Source: an optimization exercise on an open RTL-to-GDS flow (aim: small area, a short achievable clock period and few clock cycles per item). Production flows keep margins and buffers that such runs may drop.
Function was checked by simulation only, so behaviour that the tests miss may differ from the original.

==> flow/design.v (outline; a module is shown in full before it is edited, if it fits) <==
// module gbk_seq: 210 lines
// module gbk_sq: 376 lines
// module gbk_acc: 104 lines
// module gbk_mac: 582 lines
// module gbk_benc: 17 lines
// module gbk_fa: 10 lines
// module gbk_ha: 9 lines
// module gbk_exp_rom: 269 lines
// module gaussian_rbf_kernel_core: 138 lines
module gaussian_rbf_kernel_core (
    input  wire logic                          clk,
    input  wire logic                          rst_n,
    input  wire logic                          pair_valid,
    output logic                               pair_ready,
    input  wire logic [gbk_pkg::COORD_W-1:0]   pair_coord_a,
    input  wire logic [gbk_pkg::COORD_W-1:0]   pair_coord_b,
    input  wire logic                          pair_last,
    output logic                               result_valid,
    input  wire logic                          result_ready,
    output logic      [gbk_pkg::KERNEL_W-1:0]  result_kernel_value,
    output logic      [gbk_pkg::DIST_W-1:0]    result_sq_distance,
    input  wire logic                          cfg_valid,
    output logic                               cfg_ready,
    input  wire logic [gbk_pkg::INV_W-1:0]     cfg_inv_bandwidth
);
  // ...
==> flow/run.sh <==
#!/bin/bash
# synth_recipe.tcl (not shown) runs the flow's synth.tcl, then flattens the netlist and writes it again
# the make line also repeats each setting of config.mk as NAME=value (left out here)
make -C /OpenROAD-flow-scripts/flow DESIGN_CONFIG=/design/flow/config.mk WORK_HOME=/design/flow/orfs CLKGATE_MAP_FILE= SYNTH_SCRIPT=/design/flow/synth_recipe.tcl finish
==> flow/config.mk <==
export PLATFORM = sky130hd
export DESIGN_NAME = gaussian_rbf_kernel_core
export DESIGN_NICKNAME = gaussian_rbf_kernel_core
export VERILOG_FILES = /design/flow/design.v
export SDC_FILE = /design/flow/constraint.sdc
export NUM_CORES = 4
export LEC_CHECK = 0
export CAP_MARGIN = 20
export CORE_MARGIN = 2
export CORE_UTILIZATION = 40
export SLEW_MARGIN = 20
export SYNTH_HIERARCHICAL = 1
export SYNTH_MEMORY_MAX_BITS = 16384
==> flow/constraint.sdc <==
create_clock -name core_clock -period 11.0 [get_ports {clk}]
set_input_delay 2.2000 -clock core_clock [delete_from_list [all_inputs] [get_ports {clk}]]
set_output_delay 2.2000 -clock core_clock [all_outputs]
set_load 0.01 [all_outputs]
==> results.py, run 1 <==
metrics = {
    "die": {
        "die_area_mm2": 0.1199,
        "die_height_um": 346.3,
    },
    "sta": {
        "slew_headroom_pct": 9.446,
        "rsz0062_at_grt": "false",
        "fin_crit_sh_pct": 56.06,
        "fin_crit_ns": 6.166,
        "maxSlewViolCount": 0,
    },
    "final_layout": {
        "final_cells": 6471,
        "n_all_inverters": 119,
        "utilization_pct": 43.37,
        "clock_buffers": 63,
        "clkCellAreaFrac_pct": 3.687,
        "buffers": 245,
        "seq_cells": 453,
    },
    "synthesis": {
        "synthArstFlopShare_pct": 7.947,
        "syn_inst": 5083,
        "synth_area_leaders": "edfxtp_1 22%, fa_1 13%, ha_1 5.8%, xnor2_1 4.9%, a21oi_1 3.5%",
        "synthAdderAreaFrac_pct": 18.38,
        "synth_seq_cells": 453,
    },
    "clock_network": {
        "cts_num_sinks": 453,
        "cts_tree": "done",
        "h-tree-depth": 2,
        "ctsHoldBuffers": 0,
        "cts_buffers": 52,
    },
    "placed_design": {
        "place_congestion": 1.102,
    },
    "detailed_routing": {
        "route.layer.met1.wl_mm": 87.10,
        "met3WireLength_mm": 27.41,
        "ant_nets": 0,
        "drtIter0Drc": 6676,
        "vias_per_cell": 6.692,
    },
    "global_routing": {
        "grt_use_met3_pct": 12.77,
        "busiest_layer": "met2",
        "grt_usage_pct": 34.60,
    },
    "outcome": {
        "status": "complete, no violations",
    },
    "hold_path": {
        "hold_end": "s1_last",
    },
    "setup_path": {
        "crit_chain": "buf_4 -> a22oi_1 -> xnor2_1 -> fa_1 -> fa_1 -> fa_1 -> fa_1 -> ha_1 -> nand4_1 -> nor2_1 -> nand2_1 -> o41ai_1 -> o211ai_1 -> nand3_1 -> a221oi_2 -> xor2_1",
    },
}
Testbench counts, summed over its fixed seeds: cycles 7,937, items 512.
==> module gbk_seq, before the edit <==
module gbk_seq (
    input  wire logic          clk,
    input  wire logic          rst_n,
    input  wire logic          d_valid,
    input  wire logic [41:0]   d_in,
    output logic               d_take,
    input  wire logic [23:0]   inv,
    output logic               res_valid,
    input  wire logic          res_ready,
    output logic [16:0]        res_kernel,
    output logic [41:0]        res_dist,
    output logic               idle_free
);
    localparam logic [3:0] ST_IDLE = 4'd0;
    localparam logic [3:0] ST_S1_0 = 4'd1;
    localparam logic [3:0] ST_S1_1 = 4'd2;
    localparam logic [3:0] ST_S1_2 = 4'd3;
    localparam logic [3:0] ST_S2_0 = 4'd4;
    localparam logic [3:0] ST_S2_1 = 4'd5;
    localparam logic [3:0] ST_S2_2 = 4'd6;
    localparam logic [3:0] ST_R0   = 4'd7;
    localparam logic [3:0] ST_R1   = 4'd8;
    localparam logic [3:0] ST_R2   = 4'd9;
    localparam logic [3:0] ST_S3_0 = 4'd10;
    localparam logic [3:0] ST_S3_1 = 4'd11;
    localparam logic [3:0] ST_FIN  = 4'd12;
    localparam logic [30:0] C = gbk_pkg::LOG2E_Q30;
    logic [3:0]  st;
    logic        rv;
    logic [41:0] rd;
    logic [16:0] rk;
    logic [27:0] a_reg;
    logic [11:0] b_next;      
    logic [5:0]  b_one;       
    logic [5:0]  b_two;
    logic [5:0]  b_neg;
    logic        b_top;
    logic [5:0]  e_one;
    logic [5:0]  e_two;
    logic [5:0]  e_neg;
    logic        e_top;
    logic [40:0] p_reg;
    logic [29:0] y_reg;       
    logic [31:0] t_reg;
    logic [8:0]  ra;
    logic        triv;
    logic        zero;
    logic        mz;          
    logic        mk;          
    logic        start;
    logic [28:0] mac_acc;
    logic [40:0] mac_p;
    logic [31:0] rom_q;
    logic [4:0]  y_n;
    logic [7:0]  y_idx;
    logic [16:0] y_g;
    logic        n_over;
    logic        x_over;
    logic [32:0] v;
    logic [17:0] rnd;
    logic [16:0] res;
    assign start     = (st == ST_IDLE) && d_valid && (!rv || res_ready);
    assign d_take    = start;
    assign idle_free = (st == ST_IDLE);
    always_comb
    begin
        unique case (st)
            ST_IDLE: b_next = d_in[11:0];
            ST_S1_0: b_next = rd[23:12];
            ST_S1_1: b_next = rd[35:24];
            ST_S1_2: b_next = C[11:0];
            ST_S2_0: b_next = C[23:12];
            ST_S2_1: b_next = {5'b0, C[30:24]};
            ST_R2:   b_next = y_reg[11:0];
            ST_S3_0: b_next = {7'b0, y_reg[16:12]};
            default: b_next = '0;
        endcase
    end
    always_comb
    begin
        if (mz)
            mac_acc = '0;
        else if (mk)
            mac_acc = 29'd65535;
        else
            mac_acc = p_reg[40:12];
    end
    gbk_benc u_benc (
        .b     (b_next),
        .b_one (e_one),
        .b_two (e_two),
        .b_neg (e_neg),
        .b_top (e_top)
    );
    gbk_mac u_mac (
        .a     (a_reg),
        .b_one (b_one),
        .b_two (b_two),
        .b_neg (b_neg),
        .b_top (b_top),
        .acc (mac_acc),
        .p   (mac_p)
    );
    assign y_n    = p_reg[34:30];
    assign y_idx  = p_reg[29:22];
    assign y_g    = 17'h10000 - {1'b0, p_reg[21:6]};
    assign n_over = (p_reg[40:35] != '0) || (y_n >= 5'd17);
    assign x_over = p_reg[40:12] != '0;
    gbk_exp_rom u_rom (
        .addr (ra),
        .q    (rom_q)
    );
    assign v   = {1'b0, t_reg} + {9'b0, p_reg[27:4]};
    assign rnd = 18'(v >> (6'd15 + {1'b0, y_reg[29:25]})) + 18'd1;
    assign res = rnd[17:1];
    always_ff @(posedge clk or negedge rst_n)
    begin
        if (!rst_n)
        begin
            st <= ST_IDLE;
            rv <= 1'b0;
        end
        else
        begin
            if (rv && res_ready)
                rv <= 1'b0;
            unique case (st)
                ST_IDLE:
                begin
                    if (start)
                    begin
                        if (d_in == '0 || inv == '0)
                            st <= ST_FIN;
                        else
                            st <= ST_S1_0;
                    end
                end
                ST_S2_0:
                begin
                    if (zero || x_over)
                        st <= ST_FIN;
                    else
                        st <= ST_S2_1;
                end
                ST_R0:
                begin
                    if (n_over)
                        st <= ST_FIN;
                    else
                        st <= ST_R1;
                end
                ST_FIN:
                begin
                    st <= ST_IDLE;
                    rv <= 1'b1;
                end
                default: st <= st + 4'd1;
            endcase
        end
    end
    always_ff @(posedge clk)
    begin
        p_reg <= mac_p;
        mz    <= start || (st == ST_S1_2);
        mk    <= (st == ST_R2);
        b_one <= e_one;
        b_two <= e_two;
        b_neg <= e_neg;
        b_top <= e_top;
        if (start)
        begin
            rd    <= d_in;
            a_reg <= {4'b0, inv};
            triv  <= (d_in == '0) || (inv == '0);
            zero  <= d_in[41:36] != '0;
        end
        if (st == ST_S1_0 || st == ST_S1_1)
            y_reg[23:0] <= {mac_p[11:0], y_reg[23:12]};
        if (st == ST_S1_2)
            a_reg <= {mac_p[11:0], y_reg[23:8]};
        if (st == ST_S2_0)
            zero  <= zero || x_over;
        if (st == ST_S2_2)
            ra <= {1'b0, mac_p[29:22]};
        else
            ra <= ra + 9'd1;
        if (st == ST_R0)
        begin
            y_reg <= {y_n, y_idx, y_g};
            a_reg <= {4'b0, rom_q[23:0]};
            zero  <= n_over;
        end
        if (st == ST_R1)
            t_reg <= rom_q;
        if (st == ST_R2)
            a_reg <= {4'b0, 24'(a_reg[23:0] - t_reg[23:0])};
        if (st == ST_FIN)
        begin
            if (triv)
                rk <= gbk_pkg::KERNEL_ONE;
            else if (zero)
                rk <= '0;
            else
                rk <= res;
        end
    end
    assign res_valid  = rv;
    assign res_kernel = rk;
    assign res_dist   = rd;
endmodule
==> run 2, diff against run 1 <==
--- a/flow/design.v
+++ b/flow/design.v
@@ -46,27 +46,27 @@
     logic [5:0]  b_one;       
     logic [5:0]  b_two;
     logic [5:0]  b_neg;
     logic        b_top;
     logic [5:0]  e_one;
     logic [5:0]  e_two;
     logic [5:0]  e_neg;
     logic        e_top;
-    logic [40:0] p_reg;
+    logic [48:0] p_reg;
     logic [29:0] y_reg;       
     logic [31:0] t_reg;
     logic [8:0]  ra;
     logic        triv;
     logic        zero;
     logic        mz;          
     logic        mk;          
     logic        start;
-    logic [28:0] mac_acc;
-    logic [40:0] mac_p;
+    logic [47:0] mac_acc;
+    logic [48:0] mac_p;
     logic [31:0] rom_q;
     logic [4:0]  y_n;
     logic [7:0]  y_idx;
     logic [16:0] y_g;
     logic        n_over;
     logic        x_over;
     logic [32:0] v;
     logic [17:0] rnd;
@@ -88,19 +88,19 @@
             default: b_next = '0;
         endcase
     end
     always_comb
     begin
         if (mz)
             mac_acc = '0;
         else if (mk)
-            mac_acc = 29'd65535;
+            mac_acc = {t_reg, 16'hffff};
         else
-            mac_acc = p_reg[40:12];
+            mac_acc = {11'b0, p_reg[48:12]};
     end
     gbk_benc u_benc (
         .b     (b_next),
         .b_one (e_one),
         .b_two (e_two),
         .b_neg (e_neg),
         .b_top (e_top)
     );
@@ -111,23 +111,23 @@
         .b_neg (b_neg),
         .b_top (b_top),
         .acc (mac_acc),
         .p   (mac_p)
     );
     assign y_n    = p_reg[34:30];
     assign y_idx  = p_reg[29:22];
     assign y_g    = 17'h10000 - {1'b0, p_reg[21:6]};
-    assign n_over = (p_reg[40:35] != '0) || (y_n >= 5'd17);
-    assign x_over = p_reg[40:12] != '0;
+    assign n_over = (p_reg[48:35] != '0) || (y_n >= 5'd17);
+    assign x_over = p_reg[48:12] != '0;
     gbk_exp_rom u_rom (
         .addr (ra),
         .q    (rom_q)
     );
-    assign v   = {1'b0, t_reg} + {9'b0, p_reg[27:4]};
+    assign v   = p_reg[36:4];
     assign rnd = 18'(v >> (6'd15 + {1'b0, y_reg[29:25]})) + 18'd1;
     assign res = rnd[17:1];
     always_ff @(posedge clk or negedge rst_n)
     begin
         if (!rst_n)
         begin
             st <= ST_IDLE;
             rv <= 1'b0;
@@ -703,18 +703,18 @@
     assign s = {1'b0, a[41], a[40], a[39], a[38], a[37], a[36], a[35], a[34], a[33], a[32], ac_63, ac_61, ac_59, ac_57, ac_55, ac_53, ac_51, ac_49, ac_47, ac_45, ac_43, ac_41, ac_39, ac_37, ac_35, ac_33, ac_31, ac_29, ac_27, ac_25, ac_23, ac_21, ac_19, ac_17, ac_15, ac_13, ac_11, ac_9, ac_7, ac_5, ac_3, ac_1} + {1'b0, 1'b0, 1'b0, 1'b0, 1'b0, 1'b0, 1'b0, 1'b0, 1'b0, 1'b0, ac_64, ac_62, ac_60, ac_58, ac_56, ac_54, ac_52, ac_50, ac_48, ac_46, ac_44, ac_42, ac_40, ac_38, ac_36, ac_34, ac_32, ac_30, ac_28, ac_26, ac_24, ac_22, ac_20, ac_18, ac_16, ac_14, ac_12, ac_10, ac_8, ac_6, ac_4, ac_2, pc[0]};
 endmodule
 module gbk_mac (
     input  wire logic [27:0] a,
     input  wire logic [5:0] b_one,
     input  wire logic [5:0] b_two,
     input  wire logic [5:0] b_neg,
     input  wire logic        b_top,
-    input  wire logic [28:0] acc,
-    output logic      [40:0] p
+    input  wire logic [47:0] acc,
+    output logic      [48:0] p
 );
     logic [29:0] ax;
     logic [28:0] x [0:5];
     logic [5:0] neg;
     logic [5:0] nneg;
     logic [27:0] top;
     assign ax = {1'b0, a, 1'b0};
     assign top = a & {28{b_top}};
@@ -1092,16 +1092,54 @@
     logic mc_363;
     logic mc_364;
     logic mc_365;
     logic mc_366;
     logic mc_367;
     logic mc_368;
     logic mc_369;
     logic mc_370;
+    logic mc_371;
+    logic mc_372;
+    logic mc_373;
+    logic mc_374;
+    logic mc_375;
+    logic mc_376;
+    logic mc_377;
+    logic mc_378;
+    logic mc_379;
+    logic mc_380;
+    logic mc_381;
+    logic mc_382;
+    logic mc_383;
+    logic mc_384;
+    logic mc_385;
+    logic mc_386;
+    logic mc_387;
+    logic mc_388;
+    logic mc_389;
+    logic mc_390;
+    logic mc_391;
+    logic mc_392;
+    logic mc_393;
+    logic mc_394;
+    logic mc_395;
+    logic mc_396;
+    logic mc_397;
+    logic mc_398;
+    logic mc_399;
+    logic mc_400;
+    logic mc_401;
+    logic mc_402;
+    logic mc_403;
+    logic mc_404;
+    logic mc_405;
+    logic mc_406;
+    logic mc_407;
+    logic mc_408;
     gbk_ha u_mc_1 (.a(x[0][8]), .b(x[1][6]), .s(mc_1), .co(mc_2));
     gbk_ha u_mc_3 (.a(x[0][9]), .b(x[1][7]), .s(mc_3), .co(mc_4));
     gbk_fa u_mc_5 (.a(x[0][10]), .b(x[1][8]), .c(x[2][6]), .s(mc_5), .co(mc_6));
     gbk_ha u_mc_7 (.a(x[3][4]), .b(x[4][2]), .s(mc_7), .co(mc_8));
     gbk_fa u_mc_9 (.a(x[0][11]), .b(x[1][9]), .c(x[2][7]), .s(mc_9), .co(mc_10));
     gbk_ha u_mc_11 (.a(x[3][5]), .b(x[4][3]), .s(mc_11), .co(mc_12));
     gbk_fa u_mc_13 (.a(x[0][12]), .b(x[1][10]), .c(x[2][8]), .s(mc_13), .co(mc_14));
     gbk_fa u_mc_15 (.a(x[3][6]), .b(x[4][4]), .c(x[5][2]), .s(mc_15), .co(mc_16));
@@ -1134,160 +1172,179 @@
     gbk_fa u_mc_69 (.a(x[0][26]), .b(x[1][24]), .c(x[2][22]), .s(mc_69), .co(mc_70));
     gbk_fa u_mc_71 (.a(x[3][20]), .b(x[4][18]), .c(x[5][16]), .s(mc_71), .co(mc_72));
     gbk_fa u_mc_73 (.a(x[0][27]), .b(x[1][25]), .c(x[2][23]), .s(mc_73), .co(mc_74));
     gbk_fa u_mc_75 (.a(x[3][21]), .b(x[4][19]), .c(x[5][17]), .s(mc_75), .co(mc_76));
     gbk_fa u_mc_77 (.a(x[0][28]), .b(x[1][26]), .c(x[2][24]), .s(mc_77), .co(mc_78));
     gbk_fa u_mc_79 (.a(x[3][22]), .b(x[4][20]), .c(x[5][18]), .s(mc_79), .co(mc_80));
     gbk_fa u_mc_81 (.a(nneg[0]), .b(x[1][27]), .c(x[2][25]), .s(mc_81), .co(mc_82));
     gbk_fa u_mc_83 (.a(x[3][23]), .b(x[4][21]), .c(x[5][19]), .s(mc_83), .co(mc_84));
-    gbk_fa u_mc_85 (.a(x[1][28]), .b(x[2][26]), .c(x[3][24]), .s(mc_85), .co(mc_86));
-    gbk_ha u_mc_87 (.a(x[4][22]), .b(x[5][20]), .s(mc_87), .co(mc_88));
-    gbk_fa u_mc_89 (.a(nneg[1]), .b(x[2][27]), .c(x[3][25]), .s(mc_89), .co(mc_90));
-    gbk_ha u_mc_91 (.a(x[2][28]), .b(x[3][26]), .s(mc_91), .co(mc_92));
-    gbk_ha u_mc_93 (.a(x[0][4]), .b(x[1][2]), .s(mc_93), .co(mc_94));
-    gbk_ha u_mc_95 (.a(x[0][5]), .b(x[1][3]), .s(mc_95), .co(mc_96));
-    gbk_fa u_mc_97 (.a(x[0][6]), .b(x[1][4]), .c(x[2][2]), .s(mc_97), .co(mc_98));
-    gbk_ha u_mc_99 (.a(x[3][0]), .b(neg[3]), .s(mc_99), .co(mc_100));
-    gbk_fa u_mc_101 (.a(x[0][7]), .b(x[1][5]), .c(x[2][3]), .s(mc_101), .co(mc_102));
-    gbk_ha u_mc_103 (.a(x[3][1]), .b(acc[7]), .s(mc_103), .co(mc_104));
-    gbk_fa u_mc_105 (.a(mc_1), .b(x[2][4]), .c(x[3][2]), .s(mc_105), .co(mc_106));
-    gbk_fa u_mc_107 (.a(x[4][0]), .b(neg[4]), .c(acc[8]), .s(mc_107), .co(mc_108));
-    gbk_fa u_mc_109 (.a(mc_3), .b(x[2][5]), .c(x[3][3]), .s(mc_109), .co(mc_110));
-    gbk_fa u_mc_111 (.a(x[4][1]), .b(acc[9]), .c(mc_2), .s(mc_111), .co(mc_112));
-    gbk_fa u_mc_113 (.a(mc_5), .b(mc_7), .c(x[5][0]), .s(mc_113), .co(mc_114));
-    gbk_fa u_mc_115 (.a(neg[5]), .b(acc[10]), .c(mc_4), .s(mc_115), .co(mc_116));
-    gbk_fa u_mc_117 (.a(mc_9), .b(mc_11), .c(x[5][1]), .s(mc_117), .co(mc_118));
-    gbk_fa u_mc_119 (.a(acc[11]), .b(mc_6), .c(mc_8), .s(mc_119), .co(mc_120));
-    gbk_fa u_mc_121 (.a(mc_13), .b(mc_15), .c(top[0]), .s(mc_121), .co(mc_122));
-    gbk_fa u_mc_123 (.a(acc[12]), .b(mc_10), .c(mc_12), .s(mc_123), .co(mc_124));
-    gbk_fa u_mc_125 (.a(mc_17), .b(mc_19), .c(top[1]), .s(mc_125), .co(mc_126));
-    gbk_fa u_mc_127 (.a(acc[13]), .b(mc_14), .c(mc_16), .s(mc_127), .co(mc_128));
-    gbk_fa u_mc_129 (.a(mc_21), .b(mc_23), .c(top[2]), .s(mc_129), .co(mc_130));
-    gbk_fa u_mc_131 (.a(acc[14]), .b(mc_18), .c(mc_20), .s(mc_131), .co(mc_132));
-    gbk_fa u_mc_133 (.a(mc_25), .b(mc_27), .c(top[3]), .s(mc_133), .co(mc_134));
-    gbk_fa u_mc_135 (.a(acc[15]), .b(mc_22), .c(mc_24), .s(mc_135), .co(mc_136));
-    gbk_fa u_mc_137 (.a(mc_29), .b(mc_31), .c(top[4]), .s(mc_137), .co(mc_138));
-    gbk_fa u_mc_139 (.a(acc[16]), .b(mc_26), .c(mc_28), .s(mc_139), .co(mc_140));
-    gbk_fa u_mc_141 (.a(mc_33), .b(mc_35), .c(top[5]), .s(mc_141), .co(mc_142));
-    gbk_fa u_mc_143 (.a(acc[17]), .b(mc_30), .c(mc_32), .s(mc_143), .co(mc_144));
-    gbk_fa u_mc_145 (.a(mc_37), .b(mc_39), .c(top[6]), .s(mc_145), .co(mc_146));
-    gbk_fa u_mc_147 (.a(acc[18]), .b(mc_34), .c(mc_36), .s(mc_147), .co(mc_148));
-    gbk_fa u_mc_149 (.a(mc_41), .b(mc_43), .c(top[7]), .s(mc_149), .co(mc_150));
-    gbk_fa u_mc_151 (.a(acc[19]), .b(mc_38), .c(mc_40), .s(mc_151), .co(mc_152));
-    gbk_fa u_mc_153 (.a(mc_45), .b(mc_47), .c(top[8]), .s(mc_153), .co(mc_154));
-    gbk_fa u_mc_155 (.a(acc[20]), .b(mc_42), .c(mc_44), .s(mc_155), .co(mc_156));
-    gbk_fa u_mc_157 (.a(mc_49), .b(mc_51), .c(top[9]), .s(mc_157), .co(mc_158));
-    gbk_fa u_mc_159 (.a(acc[21]), .b(mc_46), .c(mc_48), .s(mc_159), .co(mc_160));
-    gbk_fa u_mc_161 (.a(mc_53), .b(mc_55), .c(top[10]), .s(mc_161), .co(mc_162));
-    gbk_fa u_mc_163 (.a(acc[22]), .b(mc_50), .c(mc_52), .s(mc_163), .co(mc_164));
-    gbk_fa u_mc_165 (.a(mc_57), .b(mc_59), .c(top[11]), .s(mc_165), .co(mc_166));
-    gbk_fa u_mc_167 (.a(acc[23]), .b(mc_54), .c(mc_56), .s(mc_167), .co(mc_168));
-    gbk_fa u_mc_169 (.a(mc_61), .b(mc_63), .c(top[12]), .s(mc_169), .co(mc_170));
-    gbk_fa u_mc_171 (.a(acc[24]), .b(mc_58), .c(mc_60), .s(mc_171), .co(mc_172));
-    gbk_fa u_mc_173 (.a(mc_65), .b(mc_67), .c(top[13]), .s(mc_173), .co(mc_174));
-    gbk_fa u_mc_175 (.a(acc[25]), .b(mc_62), .c(mc_64), .s(mc_175), .co(mc_176));
-    gbk_fa u_mc_177 (.a(mc_69), .b(mc_71), .c(top[14]), .s(mc_177), .co(mc_178));
-    gbk_fa u_mc_179 (.a(acc[26]), .b(mc_66), .c(mc_68), .s(mc_179), .co(mc_180));
-    gbk_fa u_mc_181 (.a(mc_73), .b(mc_75), .c(top[15]), .s(mc_181), .co(mc_182));
-    gbk_fa u_mc_183 (.a(acc[27]), .b(mc_70), .c(mc_72), .s(mc_183), .co(mc_184));
-    gbk_fa u_mc_185 (.a(mc_77), .b(mc_79), .c(top[16]), .s(mc_185), .co(mc_186));
-    gbk_fa u_mc_187 (.a(acc[28]), .b(mc_74), .c(mc_76), .s(mc_187), .co(mc_188));
-    gbk_fa u_mc_189 (.a(mc_81), .b(mc_83), .c(top[17]), .s(mc_189), .co(mc_190));
-    gbk_fa u_mc_191 (.a(1'b1), .b(mc_78), .c(mc_80), .s(mc_191), .co(mc_192));
-    gbk_fa u_mc_193 (.a(mc_85), .b(mc_87), .c(top[18]), .s(mc_193), .co(mc_194));
-    gbk_fa u_mc_195 (.a(1'b1), .b(mc_82), .c(mc_84), .s(mc_195), .co(mc_196));
-    gbk_fa u_mc_197 (.a(mc_89), .b(x[4][23]), .c(x[5][21]), .s(mc_197), .co(mc_198));
-    gbk_fa u_mc_199 (.a(top[19]), .b(mc_86), .c(mc_88), .s(mc_199), .co(mc_200));
-    gbk_fa u_mc_201 (.a(mc_91), .b(x[4][24]), .c(x[5][22]), .s(mc_201), .co(mc_202));
-    gbk_fa u_mc_203 (.a(top[20]), .b(1'b1), .c(mc_90), .s(mc_203), .co(mc_204));
-    gbk_fa u_mc_205 (.a(nneg[2]), .b(x[3][27]), .c(x[4][25]), .s(mc_205), .co(mc_206));
-    gbk_fa u_mc_207 (.a(x[5][23]), .b(top[21]), .c(mc_92), .s(mc_207), .co(mc_208));
-    gbk_fa u_mc_209 (.a(x[3][28]), .b(x[4][26]), .c(x[5][24]), .s(mc_209), .co(mc_210));
-    gbk_ha u_mc_211 (.a(top[22]), .b(1'b1), .s(mc_211), .co(mc_212));
-    gbk_fa u_mc_213 (.a(nneg[3]), .b(x[4][27]), .c(x[5][25]), .s(mc_213), .co(mc_214));
-    gbk_ha u_mc_215 (.a(x[4][28]), .b(x[5][26]), .s(mc_215), .co(mc_216));
-    gbk_ha u_mc_217 (.a(x[0][2]), .b(x[1][0]), .s(mc_217), .co(mc_218));
-    gbk_ha u_mc_219 (.a(x[0][3]), .b(x[1][1]), .s(mc_219), .co(mc_220));
-    gbk_fa u_mc_221 (.a(mc_93), .b(x[2][0]), .c(neg[2]), .s(mc_221), .co(mc_222));
-    gbk_fa u_mc_223 (.a(mc_95), .b(x[2][1]), .c(acc[5]), .s(mc_223), .co(mc_224));
-    gbk_fa u_mc_225 (.a(mc_97), .b(mc_99), .c(acc[6]), .s(mc_225), .co(mc_226));
-    gbk_fa u_mc_227 (.a(mc_101), .b(mc_103), .c(mc_98), .s(mc_227), .co(mc_228));
-    gbk_fa u_mc_229 (.a(mc_105), .b(mc_107), .c(mc_102), .s(mc_229), .co(mc_230));
-    gbk_fa u_mc_231 (.a(mc_109), .b(mc_111), .c(mc_106), .s(mc_231), .co(mc_232));
-    gbk_fa u_mc_233 (.a(mc_113), .b(mc_115), .c(mc_110), .s(mc_233), .co(mc_234));
-    gbk_fa u_mc_235 (.a(mc_117), .b(mc_119), .c(mc_114), .s(mc_235), .co(mc_236));
-    gbk_fa u_mc_237 (.a(mc_121), .b(mc_123), .c(mc_118), .s(mc_237), .co(mc_238));
-    gbk_fa u_mc_239 (.a(mc_125), .b(mc_127), .c(mc_122), .s(mc_239), .co(mc_240));
-    gbk_fa u_mc_241 (.a(mc_129), .b(mc_131), .c(mc_126), .s(mc_241), .co(mc_242));
-    gbk_fa u_mc_243 (.a(mc_133), .b(mc_135), .c(mc_130), .s(mc_243), .co(mc_244));
-    gbk_fa u_mc_245 (.a(mc_137), .b(mc_139), .c(mc_134), .s(mc_245), .co(mc_246));
-    gbk_fa u_mc_247 (.a(mc_141), .b(mc_143), .c(mc_138), .s(mc_247), .co(mc_248));
-    gbk_fa u_mc_249 (.a(mc_145), .b(mc_147), .c(mc_142), .s(mc_249), .co(mc_250));
-    gbk_fa u_mc_251 (.a(mc_149), .b(mc_151), .c(mc_146), .s(mc_251), .co(mc_252));
-    gbk_fa u_mc_253 (.a(mc_153), .b(mc_155), .c(mc_150), .s(mc_253), .co(mc_254));
-    gbk_fa u_mc_255 (.a(mc_157), .b(mc_159), .c(mc_154), .s(mc_255), .co(mc_256));
-    gbk_fa u_mc_257 (.a(mc_161), .b(mc_163), .c(mc_158), .s(mc_257), .co(mc_258));
-    gbk_fa u_mc_259 (.a(mc_165), .b(mc_167), .c(mc_162), .s(mc_259), .co(mc_260));
-    gbk_fa u_mc_261 (.a(mc_169), .b(mc_171), .c(mc_166), .s(mc_261), .co(mc_262));
-    gbk_fa u_mc_263 (.a(mc_173), .b(mc_175), .c(mc_170), .s(mc_263), .co(mc_264));
-    gbk_fa u_mc_265 (.a(mc_177), .b(mc_179), .c(mc_174), .s(mc_265), .co(mc_266));
-    gbk_fa u_mc_267 (.a(mc_181), .b(mc_183), .c(mc_178), .s(mc_267), .co(mc_268));
-    gbk_fa u_mc_269 (.a(mc_185), .b(mc_187), .c(mc_182), .s(mc_269), .co(mc_270));
-    gbk_fa u_mc_271 (.a(mc_189), .b(mc_191), .c(mc_186), .s(mc_271), .co(mc_272));
-    gbk_fa u_mc_273 (.a(mc_193), .b(mc_195), .c(mc_190), .s(mc_273), .co(mc_274));
-    gbk_fa u_mc_275 (.a(mc_197), .b(mc_199), .c(mc_194), .s(mc_275), .co(mc_276));
-    gbk_fa u_mc_277 (.a(mc_201), .b(mc_203), .c(mc_198), .s(mc_277), .co(mc_278));
-    gbk_fa u_mc_279 (.a(mc_205), .b(mc_207), .c(mc_202), .s(mc_279), .co(mc_280));
-    gbk_fa u_mc_281 (.a(mc_209), .b(mc_211), .c(mc_206), .s(mc_281), .co(mc_282));
-    gbk_fa u_mc_283 (.a(mc_213), .b(top[23]), .c(mc_210), .s(mc_283), .co(mc_284));
-    gbk_fa u_mc_285 (.a(mc_215), .b(top[24]), .c(1'b1), .s(mc_285), .co(mc_286));
-    gbk_fa u_mc_287 (.a(nneg[4]), .b(x[5][27]), .c(top[25]), .s(mc_287), .co(mc_288));
-    gbk_ha u_mc_289 (.a(x[5][28]), .b(top[26]), .s(mc_289), .co(mc_290));
-    gbk_ha u_mc_291 (.a(x[0][0]), .b(neg[0]), .s(mc_291), .co(mc_292));
-    gbk_ha u_mc_293 (.a(x[0][1]), .b(acc[1]), .s(mc_293), .co(mc_294));
-    gbk_fa u_mc_295 (.a(mc_217), .b(neg[1]), .c(acc[2]), .s(mc_295), .co(mc_296));
-    gbk_fa u_mc_297 (.a(mc_219), .b(acc[3]), .c(mc_218), .s(mc_297), .co(mc_298));
-    gbk_fa u_mc_299 (.a(mc_221), .b(acc[4]), .c(mc_220), .s(mc_299), .co(mc_300));
-    gbk_fa u_mc_301 (.a(mc_223), .b(mc_94), .c(mc_222), .s(mc_301), .co(mc_302));
-    gbk_fa u_mc_303 (.a(mc_225), .b(mc_96), .c(mc_224), .s(mc_303), .co(mc_304));
-    gbk_fa u_mc_305 (.a(mc_227), .b(mc_100), .c(mc_226), .s(mc_305), .co(mc_306));
-    gbk_fa u_mc_307 (.a(mc_229), .b(mc_104), .c(mc_228), .s(mc_307), .co(mc_308));
-    gbk_fa u_mc_309 (.a(mc_231), .b(mc_108), .c(mc_230), .s(mc_309), .co(mc_310));
-    gbk_fa u_mc_311 (.a(mc_233), .b(mc_112), .c(mc_232), .s(mc_311), .co(mc_312));
-    gbk_fa u_mc_313 (.a(mc_235), .b(mc_116), .c(mc_234), .s(mc_313), .co(mc_314));
-    gbk_fa u_mc_315 (.a(mc_237), .b(mc_120), .c(mc_236), .s(mc_315), .co(mc_316));
-    gbk_fa u_mc_317 (.a(mc_239), .b(mc_124), .c(mc_238), .s(mc_317), .co(mc_318));
-    gbk_fa u_mc_319 (.a(mc_241), .b(mc_128), .c(mc_240), .s(mc_319), .co(mc_320));
-    gbk_fa u_mc_321 (.a(mc_243), .b(mc_132), .c(mc_242), .s(mc_321), .co(mc_322));
-    gbk_fa u_mc_323 (.a(mc_245), .b(mc_136), .c(mc_244), .s(mc_323), .co(mc_324));
-    gbk_fa u_mc_325 (.a(mc_247), .b(mc_140), .c(mc_246), .s(mc_325), .co(mc_326));
-    gbk_fa u_mc_327 (.a(mc_249), .b(mc_144), .c(mc_248), .s(mc_327), .co(mc_328));
-    gbk_fa u_mc_329 (.a(mc_251), .b(mc_148), .c(mc_250), .s(mc_329), .co(mc_330));
-    gbk_fa u_mc_331 (.a(mc_253), .b(mc_152), .c(mc_252), .s(mc_331), .co(mc_332));
-    gbk_fa u_mc_333 (.a(mc_255), .b(mc_156), .c(mc_254), .s(mc_333), .co(mc_334));
-    gbk_fa u_mc_335 (.a(mc_257), .b(mc_160), .c(mc_256), .s(mc_335), .co(mc_336));
-    gbk_fa u_mc_337 (.a(mc_259), .b(mc_164), .c(mc_258), .s(mc_337), .co(mc_338));
-    gbk_fa u_mc_339 (.a(mc_261), .b(mc_168), .c(mc_260), .s(mc_339), .co(mc_340));
-    gbk_fa u_mc_341 (.a(mc_263), .b(mc_172), .c(mc_262), .s(mc_341), .co(mc_342));
-    gbk_fa u_mc_343 (.a(mc_265), .b(mc_176), .c(mc_264), .s(mc_343), .co(mc_344));
-    gbk_fa u_mc_345 (.a(mc_267), .b(mc_180), .c(mc_266), .s(mc_345), .co(mc_346));
-    gbk_fa u_mc_347 (.a(mc_269), .b(mc_184), .c(mc_268), .s(mc_347), .co(mc_348));
-    gbk_fa u_mc_349 (.a(mc_271), .b(mc_188), .c(mc_270), .s(mc_349), .co(mc_350));
-    gbk_fa u_mc_351 (.a(mc_273), .b(mc_192), .c(mc_272), .s(mc_351), .co(mc_352));
-    gbk_fa u_mc_353 (.a(mc_275), .b(mc_196), .c(mc_274), .s(mc_353), .co(mc_354));
-    gbk_fa u_mc_355 (.a(mc_277), .b(mc_200), .c(mc_276), .s(mc_355), .co(mc_356));
-    gbk_fa u_mc_357 (.a(mc_279), .b(mc_204), .c(mc_278), .s(mc_357), .co(mc_358));
-    gbk_fa u_mc_359 (.a(mc_281), .b(mc_208), .c(mc_280), .s(mc_359), .co(mc_360));
-    gbk_fa u_mc_361 (.a(mc_283), .b(mc_212), .c(mc_282), .s(mc_361), .co(mc_362));
-    gbk_fa u_mc_363 (.a(mc_285), .b(mc_214), .c(mc_284), .s(mc_363), .co(mc_364));
-    gbk_fa u_mc_365 (.a(mc_287), .b(mc_216), .c(mc_286), .s(mc_365), .co(mc_366));
-    gbk_fa u_mc_367 (.a(mc_289), .b(1'b1), .c(mc_288), .s(mc_367), .co(mc_368));
-    gbk_fa u_mc_369 (.a(nneg[5]), .b(top[27]), .c(mc_290), .s(mc_369), .co(mc_370));
-    assign p = {1'b1, mc_369, mc_367, mc_365, mc_363, mc_361, mc_359, mc_357, mc_355, mc_353, mc_351, mc_349, mc_347, mc_345, mc_343, mc_341, mc_339, mc_337, mc_335, mc_333, mc_331, mc_329, mc_327, mc_325, mc_323, mc_321, mc_319, mc_317, mc_315, mc_313, mc_311, mc_309, mc_307, mc_305, mc_303, mc_301, mc_299, mc_297, mc_295, mc_293, mc_291} + {mc_370, mc_368, mc_366, mc_364, mc_362, mc_360, mc_358, mc_356, mc_354, mc_352, mc_350, mc_348, mc_346, mc_344, mc_342, mc_340, mc_338, mc_336, mc_334, mc_332, mc_330, mc_328, mc_326, mc_324, mc_322, mc_320, mc_318, mc_316, mc_314, mc_312, mc_310, mc_308, mc_306, mc_304, mc_302, mc_300, mc_298, mc_296, mc_294, mc_292, acc[0]};
+    gbk_ha u_mc_85 (.a(top[17]), .b(acc[29]), .s(mc_85), .co(mc_86));
+    gbk_fa u_mc_87 (.a(x[1][28]), .b(x[2][26]), .c(x[3][24]), .s(mc_87), .co(mc_88));
+    gbk_fa u_mc_89 (.a(x[4][22]), .b(x[5][20]), .c(top[18]), .s(mc_89), .co(mc_90));
+    gbk_ha u_mc_91 (.a(acc[30]), .b(1'b1), .s(mc_91), .co(mc_92));
+    gbk_fa u_mc_93 (.a(nneg[1]), .b(x[2][27]), .c(x[3][25]), .s(mc_93), .co(mc_94));
+    gbk_fa u_mc_95 (.a(x[4][23]), .b(x[5][21]), .c(top[19]), .s(mc_95), .co(mc_96));
+    gbk_fa u_mc_97 (.a(x[2][28]), .b(x[3][26]), .c(x[4][24]), .s(mc_97), .co(mc_98));
+    gbk_ha u_mc_99 (.a(x[5][22]), .b(top[20]), .s(mc_99), .co(mc_100));
+    gbk_fa u_mc_101 (.a(nneg[2]), .b(x[3][27]), .c(x[4][25]), .s(mc_101), .co(mc_102));
+    gbk_ha u_mc_103 (.a(x[3][28]), .b(x[4][26]), .s(mc_103), .co(mc_104));
+    gbk_ha u_mc_105 (.a(x[0][4]), .b(x[1][2]), .s(mc_105), .co(mc_106));
+    gbk_ha u_mc_107 (.a(x[0][5]), .b(x[1][3]), .s(mc_107), .co(mc_108));
+    gbk_fa u_mc_109 (.a(x[0][6]), .b(x[1][4]), .c(x[2][2]), .s(mc_109), .co(mc_110));
+    gbk_ha u_mc_111 (.a(x[3][0]), .b(neg[3]), .s(mc_111), .co(mc_112));
+    gbk_fa u_mc_113 (.a(x[0][7]), .b(x[1][5]), .c(x[2][3]), .s(mc_113), .co(mc_114));
+    gbk_ha u_mc_115 (.a(x[3][1]), .b(acc[7]), .s(mc_115), .co(mc_116));
+    gbk_fa u_mc_117 (.a(mc_1), .b(x[2][4]), .c(x[3][2]), .s(mc_117), .co(mc_118));
+    gbk_fa u_mc_119 (.a(x[4][0]), .b(neg[4]), .c(acc[8]), .s(mc_119), .co(mc_120));
+    gbk_fa u_mc_121 (.a(mc_3), .b(x[2][5]), .c(x[3][3]), .s(mc_121), .co(mc_122));
+    gbk_fa u_mc_123 (.a(x[4][1]), .b(acc[9]), .c(mc_2), .s(mc_123), .co(mc_124));
+    gbk_fa u_mc_125 (.a(mc_5), .b(mc_7), .c(x[5][0]), .s(mc_125), .co(mc_126));
+    gbk_fa u_mc_127 (.a(neg[5]), .b(acc[10]), .c(mc_4), .s(mc_127), .co(mc_128));
+    gbk_fa u_mc_129 (.a(mc_9), .b(mc_11), .c(x[5][1]), .s(mc_129), .co(mc_130));
+    gbk_fa u_mc_131 (.a(acc[11]), .b(mc_6), .c(mc_8), .s(mc_131), .co(mc_132));
+    gbk_fa u_mc_133 (.a(mc_13), .b(mc_15), .c(top[0]), .s(mc_133), .co(mc_134));
+    gbk_fa u_mc_135 (.a(acc[12]), .b(mc_10), .c(mc_12), .s(mc_135), .co(mc_136));
+    gbk_fa u_mc_137 (.a(mc_17), .b(mc_19), .c(top[1]), .s(mc_137), .co(mc_138));
+    gbk_fa u_mc_139 (.a(acc[13]), .b(mc_14), .c(mc_16), .s(mc_139), .co(mc_140));
+    gbk_fa u_mc_141 (.a(mc_21), .b(mc_23), .c(top[2]), .s(mc_141), .co(mc_142));
+    gbk_fa u_mc_143 (.a(acc[14]), .b(mc_18), .c(mc_20), .s(mc_143), .co(mc_144));
+    gbk_fa u_mc_145 (.a(mc_25), .b(mc_27), .c(top[3]), .s(mc_145), .co(mc_146));
+    gbk_fa u_mc_147 (.a(acc[15]), .b(mc_22), .c(mc_24), .s(mc_147), .co(mc_148));
+    gbk_fa u_mc_149 (.a(mc_29), .b(mc_31), .c(top[4]), .s(mc_149), .co(mc_150));
+    gbk_fa u_mc_151 (.a(acc[16]), .b(mc_26), .c(mc_28), .s(mc_151), .co(mc_152));
+    gbk_fa u_mc_153 (.a(mc_33), .b(mc_35), .c(top[5]), .s(mc_153), .co(mc_154));
+    gbk_fa u_mc_155 (.a(acc[17]), .b(mc_30), .c(mc_32), .s(mc_155), .co(mc_156));
+    gbk_fa u_mc_157 (.a(mc_37), .b(mc_39), .c(top[6]), .s(mc_157), .co(mc_158));
+    gbk_fa u_mc_159 (.a(acc[18]), .b(mc_34), .c(mc_36), .s(mc_159), .co(mc_160));
+    gbk_fa u_mc_161 (.a(mc_41), .b(mc_43), .c(top[7]), .s(mc_161), .co(mc_162));
+    gbk_fa u_mc_163 (.a(acc[19]), .b(mc_38), .c(mc_40), .s(mc_163), .co(mc_164));
+    gbk_fa u_mc_165 (.a(mc_45), .b(mc_47), .c(top[8]), .s(mc_165), .co(mc_166));
+    gbk_fa u_mc_167 (.a(acc[20]), .b(mc_42), .c(mc_44), .s(mc_167), .co(mc_168));
+    gbk_fa u_mc_169 (.a(mc_49), .b(mc_51), .c(top[9]), .s(mc_169), .co(mc_170));
+    gbk_fa u_mc_171 (.a(acc[21]), .b(mc_46), .c(mc_48), .s(mc_171), .co(mc_172));
+    gbk_fa u_mc_173 (.a(mc_53), .b(mc_55), .c(top[10]), .s(mc_173), .co(mc_174));
+    gbk_fa u_mc_175 (.a(acc[22]), .b(mc_50), .c(mc_52), .s(mc_175), .co(mc_176));
+    gbk_fa u_mc_177 (.a(mc_57), .b(mc_59), .c(top[11]), .s(mc_177), .co(mc_178));
+    gbk_fa u_mc_179 (.a(acc[23]), .b(mc_54), .c(mc_56), .s(mc_179), .co(mc_180));
+    gbk_fa u_mc_181 (.a(mc_61), .b(mc_63), .c(top[12]), .s(mc_181), .co(mc_182));
+    gbk_fa u_mc_183 (.a(acc[24]), .b(mc_58), .c(mc_60), .s(mc_183), .co(mc_184));
+    gbk_fa u_mc_185 (.a(mc_65), .b(mc_67), .c(top[13]), .s(mc_185), .co(mc_186));
+    gbk_fa u_mc_187 (.a(acc[25]), .b(mc_62), .c(mc_64), .s(mc_187), .co(mc_188));
+    gbk_fa u_mc_189 (.a(mc_69), .b(mc_71), .c(top[14]), .s(mc_189), .co(mc_190));
+    gbk_fa u_mc_191 (.a(acc[26]), .b(mc_66), .c(mc_68), .s(mc_191), .co(mc_192));
+    gbk_fa u_mc_193 (.a(mc_73), .b(mc_75), .c(top[15]), .s(mc_193), .co(mc_194));
+    gbk_fa u_mc_195 (.a(acc[27]), .b(mc_70), .c(mc_72), .s(mc_195), .co(mc_196));
+    gbk_fa u_mc_197 (.a(mc_77), .b(mc_79), .c(top[16]), .s(mc_197), .co(mc_198));
+    gbk_fa u_mc_199 (.a(acc[28]), .b(mc_74), .c(mc_76), .s(mc_199), .co(mc_200));
+    gbk_fa u_mc_201 (.a(mc_81), .b(mc_83), .c(mc_85), .s(mc_201), .co(mc_202));
+    gbk_fa u_mc_203 (.a(1'b1), .b(mc_78), .c(mc_80), .s(mc_203), .co(mc_204));
+    gbk_fa u_mc_205 (.a(mc_87), .b(mc_89), .c(mc_91), .s(mc_205), .co(mc_206));
+    gbk_fa u_mc_207 (.a(mc_82), .b(mc_84), .c(mc_86), .s(mc_207), .co(mc_208));
+    gbk_fa u_mc_209 (.a(mc_93), .b(mc_95), .c(acc[31]), .s(mc_209), .co(mc_210));
+    gbk_fa u_mc_211 (.a(mc_88), .b(mc_90), .c(mc_92), .s(mc_211), .co(mc_212));
+    gbk_fa u_mc_213 (.a(mc_97), .b(mc_99), .c(acc[32]), .s(mc_213), .co(mc_214));
+    gbk_fa u_mc_215 (.a(1'b1), .b(mc_94), .c(mc_96), .s(mc_215), .co(mc_216));
+    gbk_fa u_mc_217 (.a(mc_101), .b(x[5][23]), .c(top[21]), .s(mc_217), .co(mc_218));
+    gbk_fa u_mc_219 (.a(acc[33]), .b(mc_98), .c(mc_100), .s(mc_219), .co(mc_220));
+    gbk_fa u_mc_221 (.a(mc_103), .b(x[5][24]), .c(top[22]), .s(mc_221), .co(mc_222));
+    gbk_fa u_mc_223 (.a(acc[34]), .b(1'b1), .c(mc_102), .s(mc_223), .co(mc_224));
+    gbk_fa u_mc_225 (.a(nneg[3]), .b(x[4][27]), .c(x[5][25]), .s(mc_225), .co(mc_226));
+    gbk_fa u_mc_227 (.a(top[23]), .b(acc[35]), .c(mc_104), .s(mc_227), .co(mc_228));
+    gbk_fa u_mc_229 (.a(x[4][28]), .b(x[5][26]), .c(top[24]), .s(mc_229), .co(mc_230));
+    gbk_ha u_mc_231 (.a(acc[36]), .b(1'b1), .s(mc_231), .co(mc_232));
+    gbk_fa u_mc_233 (.a(nneg[4]), .b(x[5][27]), .c(top[25]), .s(mc_233), .co(mc_234));
+    gbk_ha u_mc_235 (.a(x[5][28]), .b(top[26]), .s(mc_235), .co(mc_236));
+    gbk_ha u_mc_237 (.a(x[0][2]), .b(x[1][0]), .s(mc_237), .co(mc_238));
+    gbk_ha u_mc_239 (.a(x[0][3]), .b(x[1][1]), .s(mc_239), .co(mc_240));
+    gbk_fa u_mc_241 (.a(mc_105), .b(x[2][0]), .c(neg[2]), .s(mc_241), .co(mc_242));
+    gbk_fa u_mc_243 (.a(mc_107), .b(x[2][1]), .c(acc[5]), .s(mc_243), .co(mc_244));
+    gbk_fa u_mc_245 (.a(mc_109), .b(mc_111), .c(acc[6]), .s(mc_245), .co(mc_246));
+    gbk_fa u_mc_247 (.a(mc_113), .b(mc_115), .c(mc_110), .s(mc_247), .co(mc_248));
+    gbk_fa u_mc_249 (.a(mc_117), .b(mc_119), .c(mc_114), .s(mc_249), .co(mc_250));
+    gbk_fa u_mc_251 (.a(mc_121), .b(mc_123), .c(mc_118), .s(mc_251), .co(mc_252));
+    gbk_fa u_mc_253 (.a(mc_125), .b(mc_127), .c(mc_122), .s(mc_253), .co(mc_254));
+    gbk_fa u_mc_255 (.a(mc_129), .b(mc_131), .c(mc_126), .s(mc_255), .co(mc_256));
+    gbk_fa u_mc_257 (.a(mc_133), .b(mc_135), .c(mc_130), .s(mc_257), .co(mc_258));
+    gbk_fa u_mc_259 (.a(mc_137), .b(mc_139), .c(mc_134), .s(mc_259), .co(mc_260));
+    gbk_fa u_mc_261 (.a(mc_141), .b(mc_143), .c(mc_138), .s(mc_261), .co(mc_262));
+    gbk_fa u_mc_263 (.a(mc_145), .b(mc_147), .c(mc_142), .s(mc_263), .co(mc_264));
+    gbk_fa u_mc_265 (.a(mc_149), .b(mc_151), .c(mc_146), .s(mc_265), .co(mc_266));
+    gbk_fa u_mc_267 (.a(mc_153), .b(mc_155), .c(mc_150), .s(mc_267), .co(mc_268));
+    gbk_fa u_mc_269 (.a(mc_157), .b(mc_159), .c(mc_154), .s(mc_269), .co(mc_270));
+    gbk_fa u_mc_271 (.a(mc_161), .b(mc_163), .c(mc_158), .s(mc_271), .co(mc_272));
+    gbk_fa u_mc_273 (.a(mc_165), .b(mc_167), .c(mc_162), .s(mc_273), .co(mc_274));
+    gbk_fa u_mc_275 (.a(mc_169), .b(mc_171), .c(mc_166), .s(mc_275), .co(mc_276));
+    gbk_fa u_mc_277 (.a(mc_173), .b(mc_175), .c(mc_170), .s(mc_277), .co(mc_278));
+    gbk_fa u_mc_279 (.a(mc_177), .b(mc_179), .c(mc_174), .s(mc_279), .co(mc_280));
+    gbk_fa u_mc_281 (.a(mc_181), .b(mc_183), .c(mc_178), .s(mc_281), .co(mc_282));
+    gbk_fa u_mc_283 (.a(mc_185), .b(mc_187), .c(mc_182), .s(mc_283), .co(mc_284));
+    gbk_fa u_mc_285 (.a(mc_189), .b(mc_191), .c(mc_186), .s(mc_285), .co(mc_286));
+    gbk_fa u_mc_287 (.a(mc_193), .b(mc_195), .c(mc_190), .s(mc_287), .co(mc_288));
+    gbk_fa u_mc_289 (.a(mc_197), .b(mc_199), .c(mc_194), .s(mc_289), .co(mc_290));
+    gbk_fa u_mc_291 (.a(mc_201), .b(mc_203), .c(mc_198), .s(mc_291), .co(mc_292));
+    gbk_fa u_mc_293 (.a(mc_205), .b(mc_207), .c(mc_202), .s(mc_293), .co(mc_294));
+    gbk_fa u_mc_295 (.a(mc_209), .b(mc_211), .c(mc_206), .s(mc_295), .co(mc_296));
+    gbk_fa u_mc_297 (.a(mc_213), .b(mc_215), .c(mc_210), .s(mc_297), .co(mc_298));
+    gbk_fa u_mc_299 (.a(mc_217), .b(mc_219), .c(mc_214), .s(mc_299), .co(mc_300));
+    gbk_fa u_mc_301 (.a(mc_221), .b(mc_223), .c(mc_218), .s(mc_301), .co(mc_302));
+    gbk_fa u_mc_303 (.a(mc_225), .b(mc_227), .c(mc_222), .s(mc_303), .co(mc_304));
+    gbk_fa u_mc_305 (.a(mc_229), .b(mc_231), .c(mc_226), .s(mc_305), .co(mc_306));
+    gbk_fa u_mc_307 (.a(mc_233), .b(acc[37]), .c(mc_230), .s(mc_307), .co(mc_308));
+    gbk_fa u_mc_309 (.a(mc_235), .b(acc[38]), .c(1'b1), .s(mc_309), .co(mc_310));
+    gbk_fa u_mc_311 (.a(nneg[5]), .b(top[27]), .c(acc[39]), .s(mc_311), .co(mc_312));
+    gbk_ha u_mc_313 (.a(x[0][0]), .b(neg[0]), .s(mc_313), .co(mc_314));
+    gbk_ha u_mc_315 (.a(x[0][1]), .b(acc[1]), .s(mc_315), .co(mc_316));
+    gbk_fa u_mc_317 (.a(mc_237), .b(neg[1]), .c(acc[2]), .s(mc_317), .co(mc_318));
+    gbk_fa u_mc_319 (.a(mc_239), .b(acc[3]), .c(mc_238), .s(mc_319), .co(mc_320));
+    gbk_fa u_mc_321 (.a(mc_241), .b(acc[4]), .c(mc_240), .s(mc_321), .co(mc_322));
+    gbk_fa u_mc_323 (.a(mc_243), .b(mc_106), .c(mc_242), .s(mc_323), .co(mc_324));
+    gbk_fa u_mc_325 (.a(mc_245), .b(mc_108), .c(mc_244), .s(mc_325), .co(mc_326));
+    gbk_fa u_mc_327 (.a(mc_247), .b(mc_112), .c(mc_246), .s(mc_327), .co(mc_328));
+    gbk_fa u_mc_329 (.a(mc_249), .b(mc_116), .c(mc_248), .s(mc_329), .co(mc_330));
+    gbk_fa u_mc_331 (.a(mc_251), .b(mc_120), .c(mc_250), .s(mc_331), .co(mc_332));
+    gbk_fa u_mc_333 (.a(mc_253), .b(mc_124), .c(mc_252), .s(mc_333), .co(mc_334));
+    gbk_fa u_mc_335 (.a(mc_255), .b(mc_128), .c(mc_254), .s(mc_335), .co(mc_336));
+    gbk_fa u_mc_337 (.a(mc_257), .b(mc_132), .c(mc_256), .s(mc_337), .co(mc_338));
+    gbk_fa u_mc_339 (.a(mc_259), .b(mc_136), .c(mc_258), .s(mc_339), .co(mc_340));
+    gbk_fa u_mc_341 (.a(mc_261), .b(mc_140), .c(mc_260), .s(mc_341), .co(mc_342));
+    gbk_fa u_mc_343 (.a(mc_263), .b(mc_144), .c(mc_262), .s(mc_343), .co(mc_344));
+    gbk_fa u_mc_345 (.a(mc_265), .b(mc_148), .c(mc_264), .s(mc_345), .co(mc_346));
+    gbk_fa u_mc_347 (.a(mc_267), .b(mc_152), .c(mc_266), .s(mc_347), .co(mc_348));
+    gbk_fa u_mc_349 (.a(mc_269), .b(mc_156), .c(mc_268), .s(mc_349), .co(mc_350));
+    gbk_fa u_mc_351 (.a(mc_271), .b(mc_160), .c(mc_270), .s(mc_351), .co(mc_352));
+    gbk_fa u_mc_353 (.a(mc_273), .b(mc_164), .c(mc_272), .s(mc_353), .co(mc_354));
+    gbk_fa u_mc_355 (.a(mc_275), .b(mc_168), .c(mc_274), .s(mc_355), .co(mc_356));
+    gbk_fa u_mc_357 (.a(mc_277), .b(mc_172), .c(mc_276), .s(mc_357), .co(mc_358));
+    gbk_fa u_mc_359 (.a(mc_279), .b(mc_176), .c(mc_278), .s(mc_359), .co(mc_360));
+    gbk_fa u_mc_361 (.a(mc_281), .b(mc_180), .c(mc_280), .s(mc_361), .co(mc_362));
+    gbk_fa u_mc_363 (.a(mc_283), .b(mc_184), .c(mc_282), .s(mc_363), .co(mc_364));
+    gbk_fa u_mc_365 (.a(mc_285), .b(mc_188), .c(mc_284), .s(mc_365), .co(mc_366));
+    gbk_fa u_mc_367 (.a(mc_287), .b(mc_192), .c(mc_286), .s(mc_367), .co(mc_368));
+    gbk_fa u_mc_369 (.a(mc_289), .b(mc_196), .c(mc_288), .s(mc_369), .co(mc_370));
+    gbk_fa u_mc_371 (.a(mc_291), .b(mc_200), .c(mc_290), .s(mc_371), .co(mc_372));
+    gbk_fa u_mc_373 (.a(mc_293), .b(mc_204), .c(mc_292), .s(mc_373), .co(mc_374));
+    gbk_fa u_mc_375 (.a(mc_295), .b(mc_208), .c(mc_294), .s(mc_375), .co(mc_376));
+    gbk_fa u_mc_377 (.a(mc_297), .b(mc_212), .c(mc_296), .s(mc_377), .co(mc_378));
+    gbk_fa u_mc_379 (.a(mc_299), .b(mc_216), .c(mc_298), .s(mc_379), .co(mc_380));
+    gbk_fa u_mc_381 (.a(mc_301), .b(mc_220), .c(mc_300), .s(mc_381), .co(mc_382));
+    gbk_fa u_mc_383 (.a(mc_303), .b(mc_224), .c(mc_302), .s(mc_383), .co(mc_384));
+    gbk_fa u_mc_385 (.a(mc_305), .b(mc_228), .c(mc_304), .s(mc_385), .co(mc_386));
+    gbk_fa u_mc_387 (.a(mc_307), .b(mc_232), .c(mc_306), .s(mc_387), .co(mc_388));
+    gbk_fa u_mc_389 (.a(mc_309), .b(mc_234), .c(mc_308), .s(mc_389), .co(mc_390));
+    gbk_fa u_mc_391 (.a(mc_311), .b(mc_236), .c(mc_310), .s(mc_391), .co(mc_392));
+    gbk_fa u_mc_393 (.a(acc[40]), .b(1'b1), .c(mc_312), .s(mc_393), .co(mc_394));
+    gbk_ha u_mc_395 (.a(acc[41]), .b(1'b1), .s(mc_395), .co(mc_396));
+    gbk_ha u_mc_397 (.a(acc[42]), .b(1'b1), .s(mc_397), .co(mc_398));
+    gbk_ha u_mc_399 (.a(acc[43]), .b(1'b1), .s(mc_399), .co(mc_400));
+    gbk_ha u_mc_401 (.a(acc[44]), .b(1'b1), .s(mc_401), .co(mc_402));
+    gbk_ha u_mc_403 (.a(acc[45]), .b(1'b1), .s(mc_403), .co(mc_404));
+    gbk_ha u_mc_405 (.a(acc[46]), .b(1'b1), .s(mc_405), .co(mc_406));
+    gbk_ha u_mc_407 (.a(acc[47]), .b(1'b1), .s(mc_407), .co(mc_408));
+    assign p = {1'b1, mc_407, mc_405, mc_403, mc_401, mc_399, mc_397, mc_395, mc_393, mc_391, mc_389, mc_387, mc_385, mc_383, mc_381, mc_379, mc_377, mc_375, mc_373, mc_371, mc_369, mc_367, mc_365, mc_363, mc_361, mc_359, mc_357, mc_355, mc_353, mc_351, mc_349, mc_347, mc_345, mc_343, mc_341, mc_339, mc_337, mc_335, mc_333, mc_331, mc_329, mc_327, mc_325, mc_323, mc_321, mc_319, mc_317, mc_315, mc_313} + {mc_408, mc_406, mc_404, mc_402, mc_400, mc_398, mc_396, mc_394, mc_392, mc_390, mc_388, mc_386, mc_384, mc_382, mc_380, mc_378, mc_376, mc_374, mc_372, mc_370, mc_368, mc_366, mc_364, mc_362, mc_360, mc_358, mc_356, mc_354, mc_352, mc_350, mc_348, mc_346, mc_344, mc_342, mc_340, mc_338, mc_336, mc_334, mc_332, mc_330, mc_328, mc_326, mc_324, mc_322, mc_320, mc_318, mc_316, mc_314, acc[0]};
 endmodule
 module gbk_benc (
     input  wire logic [11:0] b,
     output logic      [5:0]  b_one,
     output logic      [5:0]  b_two,
     output logic      [5:0]  b_neg,
     output logic             b_top
 );
==> run 2 against run 1 <==
Still clean. Critical path depth shrank 4. Sequential share of layout area increased by 0.69 points. Wire length decreased by 2.6%. Via count is 4.5% lower. Cell count is 3.1% lower. Register-to-register slack better by 0.02 ns. Critical path type unchanged.
==> results.py, run 2 <==
metrics = {
    "setup_path": {
        "setup.worst_path.end": "u_seq.a_reg[7]",
        "crit_required_ns": 11.50,
        "critPathArrivalTime_ns": 6.64,
        "worst-r2r-setup-slack_ns": 4.86,
        "cp_slowest_cell": "a311oi_1",
        "cpPeakStageDelay_ns": 0.95,
        "criticalPathCategory": "reg -> reg",
        "worstReg2RegEnd": "u_seq.a_reg[7]",
        "r2r_cells": 12,
        "endpoint_kind": "flop",
        "crit_chain": "buf_4 -> inv_1 -> ha_1 -> buf_4 -> nand2b_1 -> a32oi_1 -> nor2_1 -> a311oi_1 -> a221oi_1 -> a311oi_1 -> a21oi_1 -> o21ai_0",
        "critPathLaunch": "u_seq.ra[0]",
        "cp-start-kind": "flop",
        "worstReg2RegStart": "u_seq.ra[0]",
        "critPathMaxFanout": 24,
    },
    "detailed_routing": {
        "vias_per_cell": 6.595,
        "drt_first_pass_iters": 9,
        "drt-total-wl_mm": 206.9,
        "ant_nets": 0,
        "drtIter0Drc": 5736,
        "route.vias.total": 41370,
        "wl_per_cell_um": 32.98,
        "drc_errors": 0,
    },
    "global_routing": {
        "grt_pass1_wl_mm": 293.4,
        "grt_antenna_before_repair": 20,
        "grt_max_degree": 172,
        "grt_overflow": 0,
        "first_global_vias": 39490,
        "grt_usage_pct": 34.28,
    },
    "synthesis": {
        "synthTopCellsByCount": "355 x nand2_1, 346 x edfxtp_1, 320 x a21oi_1",
        "yosysMostFrequentCell": "nand2_1",
        "synth_top_area_share_pct": 22.46,
        "synth_area_leaders": "edfxtp_1 22%, fa_1 13%, ha_1 5.7%, xnor2_1 5.0%, a21oi_1 3.5%",
        "synth.distinct_cells": 135,
        "yosysWarningCount": 14,
        "synthArstFlopShare_pct": 7.843,
        "syn_avg_cell_area_um2": 9.457,
        "synth.yosys.seq_area_share_pct": 27.74,
        "syn-cell-area_mm2": 0.04626,
        "synth_edf_count": 346,
        "ys.flop_type": "edfxtp_1",
        "yosysTopAreaCell": "edfxtp_1",
        "syn_inst": 4892,
        "synth_seq_cells": 459,
    },
    "sta": {
        "timing.setup.tns_ns": 0,
        "hold_viol_final": 0,
        "fmax_mhz": 162.8,
        "setup_viol": 0,
        "maxSlewViolCount": 0,
        "skew_ns": 0.02740,
        "fin_crit_sh_pct": 55.83,
        "slew_headroom_pct": 14.00,
        "tightest_slew_ns": 1.284,
        "fin_crit_ns": 6.142,
        "rsz0062_at_grt": "false",
    },
    "outcome": {
        "status": "complete, no violations",
    },
    "final_layout": {
        "drive_gt1_share_pct": 10.61,
        "final_cells": 6273,
        "layout_common_cells": "353 x nand2_1, 346 x edfxtp_1, 320 x a21oi_1",
        "fillers": 11110,
        "register_area_mm2": 0.01287,
        "final_nets": 5284,
        "final_common_cell": "nand2_1",
        "largest_register_ffs": 43,
        "multi_input_area_mm2": 0.03058,
        "area_delta_synth_final_pct": 7.123,
    },
    "hold_path": {
        "hold_path.class": "reg -> reg",
    },
    "die": {
        "initial_core_util_pct": 40.41,
        "die_area_mm2": 0.1184,
        "core_mm2": 0.1145,
        "die_height_um": 344.1,
        "die_w_um": 344.1,
        "ios": 124,
        "num_rows": 124,
    },
    "placed_design": {
        "place_inst": 6161,
        "io_buffers": 122,
        "place_congestion": 1.082,
        "dp_hpwl_mm": 148.2,
    },
    "clock_network": {
        "clock_latency_ns": 0.66,
        "cts_buffers": 53,
        "cts_buffer_depth": 3,
        "cts_root_buf": "clkbuf_16",
        "cts_setup_buffers": 0,
        "ctsResizeCount": 0,
        "cts_num_sinks": 459,
        "cts_tree": "done",
        "clk_transition_reported_paths_ns": 0.06,
        "ctsHoldBuffers": 0,
        "h-tree-depth": 2,
    },
    "job": {
        "maxCapViolCount": 0,
    },
}
[run 2: how the worst min path moves through the flow]
stage	endpoint	slack [ns]	startpoint	cells past startpoint
2_1_floorplan	s1_last	0.40	s0_last	0
3_3_place_gp	s1_last	0.41	s0_last	0
3_5_place_dp	s2_last	0.40	s1_last	0
4_1_cts	s2_last	0.42	s1_last	0
5_1_grt	s2_last	0.43	s1_last	0
6_report	s2_last	0.42	s1_last	0
[run 2: final cells by class]
class	instances	area share, %
diodes	10	0.05049
clock buffers	70	2.865
clock inverters	29	0.5201
inverters	108	0.8180
multi-input cells	3850	61.70
flip-flops and latches	459	25.98
well taps	1512	3.817
repair buffers	235	4.249
[run 2: per-module statistics from Yosys, one instance, submodules excluded]
module                    flops+latches  cell area [um^2]  cells
gaussian_rbf_kernel_core            231              8900    510
gbk_sq                                0              1593    218
gbk_acc                               0              2156    313
gbk_seq                             228             11460   1084
gbk_exp_rom                           0              9032   1501
gbk_ha                                0             12.51      1
gbk_mac                               0              6187    881
gbk_fa                                0             20.02      1
gbk_benc                              0             217.7     29
[run 2: cell families after synthesis]
kind of cell | Yosys count | share of synthesized area [%]
AND/OR/NAND/NOR | 1447 | 16.13
AO/OA/AOI/OAI | 1425 | 21.21
buffers and inverters | 597 | 6.407
adder cells (fa/ha/maj) | 515 | 18.88
flip-flops | 459 | 27.74
XOR/XNOR | 337 | 6.510
multiplexers | 109 | 3.097
other | 3 | 0.02434
[run 2: worst max-delay path, delay by kind of cell (launching register included)]
family                     cells  cell delay (ns)
AOI/OAI and AO/OA              6             2.75
adders and majority gates      1             0.47
buffers and inverters          3             1.31
DFF                            1             0.87
and+or+nand+nor                2             0.52
[run 2: metrics by stage]
stage,setup WS (ns),util [%],instance area [um^2],hold WS [ns]
3_5_place_dp,5.036,41.75,47800,0.4045
4_1_cts,5.026,43.22,49480,0.4187
5_1_grt,4.846,43.26,49540,0.4275
6_report,4.858,43.28,49560,0.4173
2_1_floorplan,5.030,-,46320,0.4003
3_3_place_gp,5.063,41.75,47800,0.4075
[run 2: metal layers]
| metal | routed length [um] | share of wire (%) | GRT usage (%) | vias up |
|---|---|---|---|---|
| li1 | - | - | - | 17460 |
| met2 | 82300 | 40 | 47.20 | 2829 |
| met4 | 13750 | 6.6 | 18.51 | 24 |
| met1 | 84080 | 41 | 45.82 | 20380 |
| met3 | 26540 | 13 | 13.39 | 676 |
| met5 | 226 | 0.11 | 0.6010 | - |
Testbench counts of run 2, summed over its fixed seeds: cycles 7,937, items 512.

[afterwards: timing with drivers on the ports]
Ports are ideal in the flow. The routed layouts listed here were re-timed in OpenROAD. Step 1, drivers: a clkbuf_16 drives clk and a buf_2 each remaining input, both assumed. Step 2 moves the port delays by t, midway between the first and last clock arrival at a register: inputs arrive t later, outputs are due t later. That takes back most of the time a late clock gives input paths. Slacks: no drivers / after step 1 / after step 2; pairs: no drivers / after step 1.
| run | t (ns) | setup WS [ns] | worst setup path after step 2 | slew at the worst register clock pin (ns) |
|---|---|---|---|---|
| run 1 | 0.692 | 4.834 / 4.834 / 4.834 | register to register | 0.07 / 0.07 |
| run 2 | 0.709 | 4.858 / 4.858 / 4.858 | register to register | 0.07 / 0.07 |
After both steps every run listed still meets setup and hold.
